This is an optimization exercise on Yosys and OpenROAD, whose aim is small area and a short achievable clock period, not a production implementation.
Only simulation tests tie the RTL to the original design; equivalence was not proved.
No activity file was given, so power comes from the tool's default toggle rates.

## flow/design.v

```verilog
package pe_array_pkg;
    localparam int NCOL   = 4;
    localparam int BW     = 16;
    localparam int ACC_BW = 24;
    localparam int OUT_BW = 8;
endpackage
import pe_array_pkg::*;
module psum_drain
#(
    parameter int MAX_ROWS = 16,
    parameter int OFIFO_D  = 8,
    parameter int SHIFT    = 2,
    parameter int RELU     = 1
) (
    input  logic                        iCLK,
    input  logic                        iRSTn,
    input  logic                        iStart,
    input  logic [$clog2(MAX_ROWS):0]   iNumRows,
    input  logic [7:0]                  iNumPass,
    input  logic                        iPsumVld,
    input  logic [NCOL*BW-1:0]          iPsum,
    output logic [NCOL*OUT_BW-1:0]      oData,
    output logic                        oValid,
    input  logic                        iReady,
    output logic                        oBusy,
    output logic                        oDone,
    output logic                        oOvf
);
    localparam int RA = $clog2(MAX_ROWS);
    localparam int HOLD = OFIFO_D + 1;
    logic [NCOL*BW-1:0] lane_q;
    logic               vld_q;
    always_ff @(posedge iCLK) lane_q <= iPsum;
    always_ff @(posedge iCLK or negedge iRSTn)
        if (!iRSTn) vld_q <= 1'b0;
        else        vld_q <= iPsumVld;
    logic          busy, done_q, fin, first, ovf_q;
    logic [RA-1:0] rm1, row, wslot, rdp;
    logic [7:0]    left;
    logic [RA:0]   held, avail;
    logic          ov;
    logic          start, done_c, pop, load;
    assign start  = iStart && !busy && !done_q;
    assign done_c = busy && fin && (held == '0);
    logic                     take0, lst0, acc0;
    logic [NCOL-1:0]          s_wen, s_fst, s_lst;
    logic [NCOL-1:0][RA-1:0]  s_ra, s_wa;
    logic [NCOL-1:1]          r_wen, r_fst, r_lst;
    logic [NCOL-1:1][RA-1:0]  r_ra, r_wa;
    assign take0 = vld_q && busy && !fin;
    assign lst0  = (left == 8'd0);
    assign acc0  = (held < (RA+1)'(HOLD));
    always_comb begin
        s_wen[0] = take0 && (!lst0 || acc0);
        s_fst[0] = first;
        s_lst[0] = lst0;
        s_ra[0]  = row;
        s_wa[0]  = lst0 ? wslot : row;
        for (int k = 1; k < NCOL; k++) begin
            s_wen[k] = r_wen[k];
            s_fst[k] = r_fst[k];
            s_lst[k] = r_lst[k];
            s_ra[k]  = r_ra[k];
            s_wa[k]  = r_wa[k];
        end
    end
    always_ff @(posedge iCLK or negedge iRSTn) begin
        if (!iRSTn) r_wen <= '0;
        else        r_wen <= s_wen[NCOL-2:0];
    end
    always_ff @(posedge iCLK) begin
        r_fst <= s_fst[NCOL-2:0];
        r_lst <= s_lst[NCOL-2:0];
        r_ra  <= s_ra[NCOL-2:0];
        r_wa  <= s_wa[NCOL-2:0];
    end
    always_ff @(posedge iCLK or negedge iRSTn) begin
        if (!iRSTn) begin
            busy   <= 1'b0;
            done_q <= 1'b0;
            ovf_q  <= 1'b0;
            fin    <= 1'b0;
        end else begin
            done_q <= done_c;
            if (done_c) busy <= 1'b0;
            if (start) begin
                busy  <= 1'b1;
                ovf_q <= 1'b0;
                fin   <= 1'b0;
            end
            if (take0 && lst0 && !acc0) ovf_q <= 1'b1;
            if (take0 && lst0 && row == rm1) fin <= 1'b1;
        end
    end
    always_ff @(posedge iCLK) begin
        if (start) begin
            if (iNumRows == '0)                      rm1 <= '0;
            else if (iNumRows >= (RA+1)'(MAX_ROWS))   rm1 <= RA'(MAX_ROWS - 1);
            else                                     rm1 <= RA'(iNumRows - 1'b1);
            left  <= (iNumPass == 8'd0) ? 8'd0 : iNumPass - 8'd1;
            row   <= '0;
            first <= 1'b1;
            wslot <= '0;
        end else if (take0) begin
            if (row == rm1) begin
                row <= '0;
                if (!lst0) begin
                    left  <= left - 8'd1;
                    first <= 1'b0;
                end
            end else begin
                row <= row + 1'b1;
            end
            if (lst0 && acc0) wslot <= wslot + 1'b1;
        end
    end
    logic [ACC_BW-1:0] bank [NCOL][MAX_ROWS];
    for (genvar c = 0; c < NCOL; c++) begin : g_col
        logic signed [ACC_BW-1:0] x, a, s;
        logic [ACC_BW-1:0]        wd;
        assign x = {{(ACC_BW-BW){lane_q[c*BW+BW-1]}}, lane_q[c*BW +: BW]};
        assign a = s_fst[c] ? '0 : bank[c][s_ra[c]];
        assign s = x + a;
        always_comb begin
            wd = s;
            if (s_lst[c]) wd[9] = |s[ACC_BW-2:9];
        end
        always_ff @(posedge iCLK) begin
            if (s_wen[c]) bank[c][s_wa[c]] <= wd;
        end
    end
    logic [NCOL*OUT_BW-1:0] oq, rq;
    always_comb begin
        for (int c = 0; c < NCOL; c++) begin
            logic [ACC_BW-1:0] e;
            e = bank[c][rdp];
            if (e[ACC_BW-1])                 rq[c*OUT_BW +: OUT_BW] = 8'd0;
            else if (e[9] || (&e[8:1]))      rq[c*OUT_BW +: OUT_BW] = 8'd127;
            else                             rq[c*OUT_BW +: OUT_BW] = {1'b0, e[8:2] + {6'd0, e[1]}};
        end
    end
    assign pop  = ov && iReady;
    assign load = (avail != '0) && (!ov || iReady);
    always_ff @(posedge iCLK or negedge iRSTn) begin
        if (!iRSTn) begin
            oq    <= '0;
            ov    <= 1'b0;
            held  <= '0;
            avail <= '0;
        end else begin
            if (load) begin
                oq <= rq;
                ov <= 1'b1;
            end else if (pop) begin
                oq <= '0;
                ov <= 1'b0;
            end
            held  <= held + (RA+1)'(take0 && lst0 && acc0) - (RA+1)'(pop);
            avail <= avail + (RA+1)'(s_wen[NCOL-1] && s_lst[NCOL-1]) - (RA+1)'(load);
        end
    end
    always_ff @(posedge iCLK) begin
        if (start)     rdp <= '0;
        else if (load) rdp <= rdp + 1'b1;
    end
    assign oData  = oq;
    assign oValid = ov;
    assign oBusy  = busy;
    assign oDone  = done_q;
    assign oOvf   = ovf_q;
endmodule
module psum_drain_top (
    input  logic        iCLK,
    input  logic        iRSTn,
    input  logic        iStart,
    input  logic [4:0]  iNumRows,
    input  logic [7:0]  iNumPass,
    input  logic        iPsumVld,
    input  logic [63:0] iPsum,
    output logic [31:0] oData,
    output logic        oValid,
    input  logic        iReady,
    output logic        oBusy,
    output logic        oDone,
    output logic        oOvf
);
    psum_drain #(
        .MAX_ROWS (16),
        .OFIFO_D  (8),
        .SHIFT    (2),
        .RELU     (1)
    ) u_drain (
        .iCLK     (iCLK),
        .iRSTn    (iRSTn),
        .iStart   (iStart),
        .iNumRows (iNumRows),
        .iNumPass (iNumPass),
        .iPsumVld (iPsumVld),
        .iPsum    (iPsum),
        .oData    (oData),
        .oValid   (oValid),
        .iReady   (iReady),
        .oBusy    (oBusy),
        .oDone    (oDone),
        .oOvf     (oOvf)
    );
endmodule
```

## flow/run.sh

```bash
#!/bin/bash
# synth_recipe.tcl (not shown) runs the flow's synth.tcl, then flattens the netlist and writes it again
# the make line also repeats each setting of config.mk as NAME=value (left out here)
make -C /OpenROAD-flow-scripts/flow DESIGN_CONFIG=/design/flow/config.mk WORK_HOME=/design/flow/orfs CLKGATE_MAP_FILE= SYNTH_SCRIPT=/design/flow/synth_recipe.tcl finish
```

## flow/config.mk

```make
export PLATFORM = sky130hd
export DESIGN_NAME = psum_drain_top
export DESIGN_NICKNAME = psum_drain_top
export VERILOG_FILES = /design/flow/design.v
export SDC_FILE = /design/flow/constraint.sdc
export NUM_CORES = 4
export LEC_CHECK = 0
export CAP_MARGIN = 20
export CORE_MARGIN = 2
export CORE_UTILIZATION = 40
export SLEW_MARGIN = 20
```

## flow/constraint.sdc

```tcl
create_clock -name core_clock -period 7.5 [get_ports {iCLK}]
set_input_delay 1.5000 -clock core_clock [delete_from_list [all_inputs] [get_ports {iCLK}]]
set_output_delay 1.5000 -clock core_clock [all_outputs]
set_load 0.01 [all_outputs]
```

==> run summary <==
worst hold-check path type register to register; CP Capture Type register; RSZ-0062 raised after global routing no; vias in the first global route 39000; Root Buffer clkbuf_16; top cells by area, synth edfxtp_1 63%, mux4_2 21%, dfxtp_1 3.1%; DR iter-0 viols 3480; Async SR Flop Fraction 0.0275; Routed WL per cell 27.0 microns; Final Hold Viols 0; count of final setup violators 0; Worst R2R End u_drain.bank[18][9]$_DFFE_PP_; Yosys cell types 75; metal2 WL 91.9 mm; Reg-to-Reg Start u_drain.r_ra[0]$_DFF_P_; via-per-instance ratio 5.69; Final TNS setup 0 ns; Initial Util 0.404; Hold EP u_drain.r_wa[4]$_DFF_P_; Clk pwr share 0.242; HP Start u_drain.r_wa[0]$_DFF_P_; post-route ant nets 0; routed wire length 180 mm; leakage power 27.9 nW; router iterations before antenna repair 5; input/output buffers 113; post-CTS setup buffers 0; Pwr Total 39.2 mW; worst hold path cell count 0; total congestion overflow 0; #FFs+latches synth 1710; Worst R2R Setup Slack 1.20 ns; Post-synth EDFFs 1548; startpoint types register; worst IR drop on VDD 233 uV; initial antenna violation count 2; outcome finished clean; area grow syn2layout 16.0%; Synthesis Warnings 1; relative slew slack 0.266; Ports 118; pin count of the biggest net entering global routing 61; Slowest-stage cell, CP dfxtp_4; # DRC 0; Max Root-Sink Buffers 3; CTS Hold Buffers Added 0; WL met1 74.8 mm; register area share after synthesis 0.674; Layout Nets 4262; prevailing post-synth register cell edfxtp_1; max layer used met4; fraction of layout cells with a size suffix above 1 0.295; CTS tree built; post-synth top area share 0.627; Max Cap Viol 0; post-CTS resize count 0; sw power 12.9 mW; Tightest Pin Transition 1.10 ns; pwr/cell area 456 nW/um^2; Core Area 183000 sq um; Mapped Area 74100 sq um; Final Max Tran Viols 0; worst skew pair latency 0.85 ns; CP arrival 6.78 ns; clk sinks 1710; routability congestion estimate 0.804; combinational fraction of design power 0.356; worst path cell trace mux4_2 > mux4_2 > nor2b_1 > ha_1 > fa_1 > a211oi_1 > nor4_1 > or3_1 > o21ai_0 > xnor2_2 > or4_1 > a2111oi_0 > nor4bb_1 > a31oi_2; Tcrit/Tclk final 0.840; CP max stage delay 0.80 ns; Max Clock Skew 0.0600 ns; Clock transition at path regs 0.06 ns; dpl hpwl 104 mm; post-layout util 0.468; first-pass GRT wire length 264 mm; total clock buffers created by CTS 184; die width 434 microns; R2R depth 14; worst-path maximum fanout 30; WL met3 9.16 mm; minimum clock period 6.30 ns; cells after synthesis 3800; via count 38000; CP top delay family simple AND/OR/NAND/NOR gates; Sequential Power Share 0.401; Setup crit start u_drain.r_ra[0]$_DFF_P_; internal power 26.3 mW; all-layer global routing usage 0.192; H-tree depth 4; worst path bufs/invs 0; critical path type register to register; chip height 434 microns; Crit path top cell by count mux4_2; switch share 0.329; Cell Rows 157; Req. time, crit path 7.98 ns; Avg Synthesized Cell Area 19.5 sq um; Die ar. 189000 sq um; Fmax 159 MHz; Synth area leader edfxtp_1
routing by layer:
layer / track usage / vias to the layer above
li1: - / 16300
met1: 0.257 / 20300
met2: 0.327 / 1071
met3: 0.0289 / 278
met4: 0.0569 / 0
met5: 0 / -
cell usage after synthesis (all sizes together), types with 6 or more instances:
| cell | count |
|---|---|
| nand3b | 7 |
| and2 | 12 |
| a31oi | 16 |
| a211o | 8 |
| dfxtp | 115 |
| and3 | 12 |
| nor2 | 155 |
| dfrtp | 47 |
| o21ai | 75 |
| clkbuf | 105 |
| nand4 | 8 |
| nand2 | 100 |
| mux4 | 678 |
| o22ai | 6 |
| a21o | 38 |
| nor2b | 107 |
| or4 | 6 |
| o21a | 19 |
| or3 | 18 |
| or2 | 6 |
| mux2i | 14 |
| ha | 121 |
| nor3 | 35 |
| o211ai | 9 |
| a211oi | 24 |
| xnor2 | 68 |
| buf | 81 |
| o31ai | 7 |
| nand3 | 37 |
| o21bai | 11 |
| inv | 75 |
| edfxtp | 1548 |
| nand2b | 22 |
| a21oi | 83 |
| a22o | 7 |
| nor4 | 8 |
| a31o | 6 |
| fa | 6 |
| xor2 | 45 |
worst max-delay path by stage:
stage / to / slack [ns] / cells past startpoint
global route: u_drain.bank[18][9]$_DFFE_PP_ / 0.63 / 14
global placement: u_drain.bank[24][9]$_DFFE_PP_ / 1.12 / 14
detailed placement: u_drain.bank[28][9]$_DFFE_PP_ / 0.99 / 14
finish: u_drain.bank[18][9]$_DFFE_PP_ / 1.20 / 14
floorplan: u_drain.bank[16][9]$_DFFE_PP_ / 0.78 / 17
CTS: u_drain.bank[28][9]$_DFFE_PP_ / 0.95 / 14
power groups by stage:
stage	Combinational (mW)	Clock [mW]	Sequential, mW
CTS	13.9	9.72	15.8
global placement	13.6	0	16.0
detailed placement	13.9	0	16.0
global route	15.2	10.1	15.9
floorplan	10.2	0	14.9
finish	14.0	9.50	15.7
cell type report:
cell class / instances / area, sq um
fill: 15300 / 97500
sequential: 1710 / 50000
multi-input combinational: 1831 / 23800
clock buffer: 226 / 4890
tap: 2464 / 3080
timing repair buffer: 250 / 2310
clock inverter: 121 / 1530
inverter: 76 / 285
antenna: 1 / 2.50
through the flow:
stage / setup WS (ns) / std cells / instance area (sq um) / hold slack [ns]
after global routing: 0.627 / 6679 / 86000 / 0.408
final: 1.20 / 6679 / 86000 / 0.397
after CTS: 0.946 / 6675 / 85600 / 0.397
after floorplan: 0.778 / 3803 / 74100 / 0.329
after detailed placement: 0.993 / 6328 / 79200 / 0.389
after global placement: 1.12 / 6326 / 79100 / 0.389
registers in the layout, indices dropped and copies added, names as in the netlist, named ones only:
signal,flops
u_drain.bank,1536
u_drain.lane_q,64
u_drain.oq,28
u_drain.r_ra,12
u_drain.r_wa,12
u_drain.left,8
u_drain.avail,5
u_drain.held,5
u_drain.rdp,4
u_drain.rm1,4
u_drain.row,4
u_drain.wslot,4
u_drain.r_fst,3
u_drain.r_lst,3
u_drain.r_wen,3
u_drain.busy,1
u_drain.done_q,1
u_drain.fin,1
u_drain.first,1
u_drain.ov,1
u_drain.ovf_q,1
u_drain.vld_q,1
cell usage in the layout, fill, tap and decap left out, drive strengths merged, types with 16 or more instances in the layout:
| cell | instances |
|---|---|
| edfxtp | 1548 |
| mux4 | 678 |
| clkbuf | 226 |
| nor2 | 155 |
| buf | 138 |
| ha | 121 |
| dfxtp | 115 |
| clkdlybuf4s50 | 112 |
| nor2b | 107 |
| nand2 | 100 |
| a21oi | 83 |
| inv | 82 |
| o21ai | 75 |
| clkinv | 74 |
| xnor2 | 68 |
| dfrtp | 47 |
| xor2 | 45 |
| a21o | 38 |
| nand3 | 37 |
| nor3 | 35 |
| bufinv | 27 |
| a211oi | 24 |
| nand2b | 22 |
| o21a | 19 |
| or3 | 18 |
| a31oi | 16 |
kinds of logic after synthesis:
| logic type | count (synthesis) | share of synthesized area |
|---|---|---|
| DFF | 1710 | 0.674 |
| muxes | 694 | 0.208 |
| and+or+nand+nor | 549 | 0.0374 |
| AOI/OAI and AO/OA | 344 | 0.0303 |
| buffers and inverters | 262 | 0.0142 |
| adders and majority gates | 127 | 0.0221 |
| xor gates and xnor gates | 113 | 0.0134 |
| other | 1 | 0.0000506 |

[separate check: timing with driven ports]
No port has a modelled driver above. Below, the same layout with a new extraction and two added sets of constraints.
Step 1, drivers: a clkbuf_16 drives iCLK and a buf_2 each remaining input, both assumed.
Step 2 times the ports against the registers' clock, not the clock port: input delays grow and output delays shrink by t, the midpoint of the rising clock arrivals with the driver on.
a / b / c = ideal ports / drivers / drivers and shift; a / b = the first two.
t, ns: 0.895
setup WS [ns]: 1.202 / 1.202 / 1.202
pins driven straight from the clock port: 1
After both steps this run still meets setup and hold. For this run, drivers alone change the setup slack by 0.000 ns; drivers and shift together by 0.000 ns.
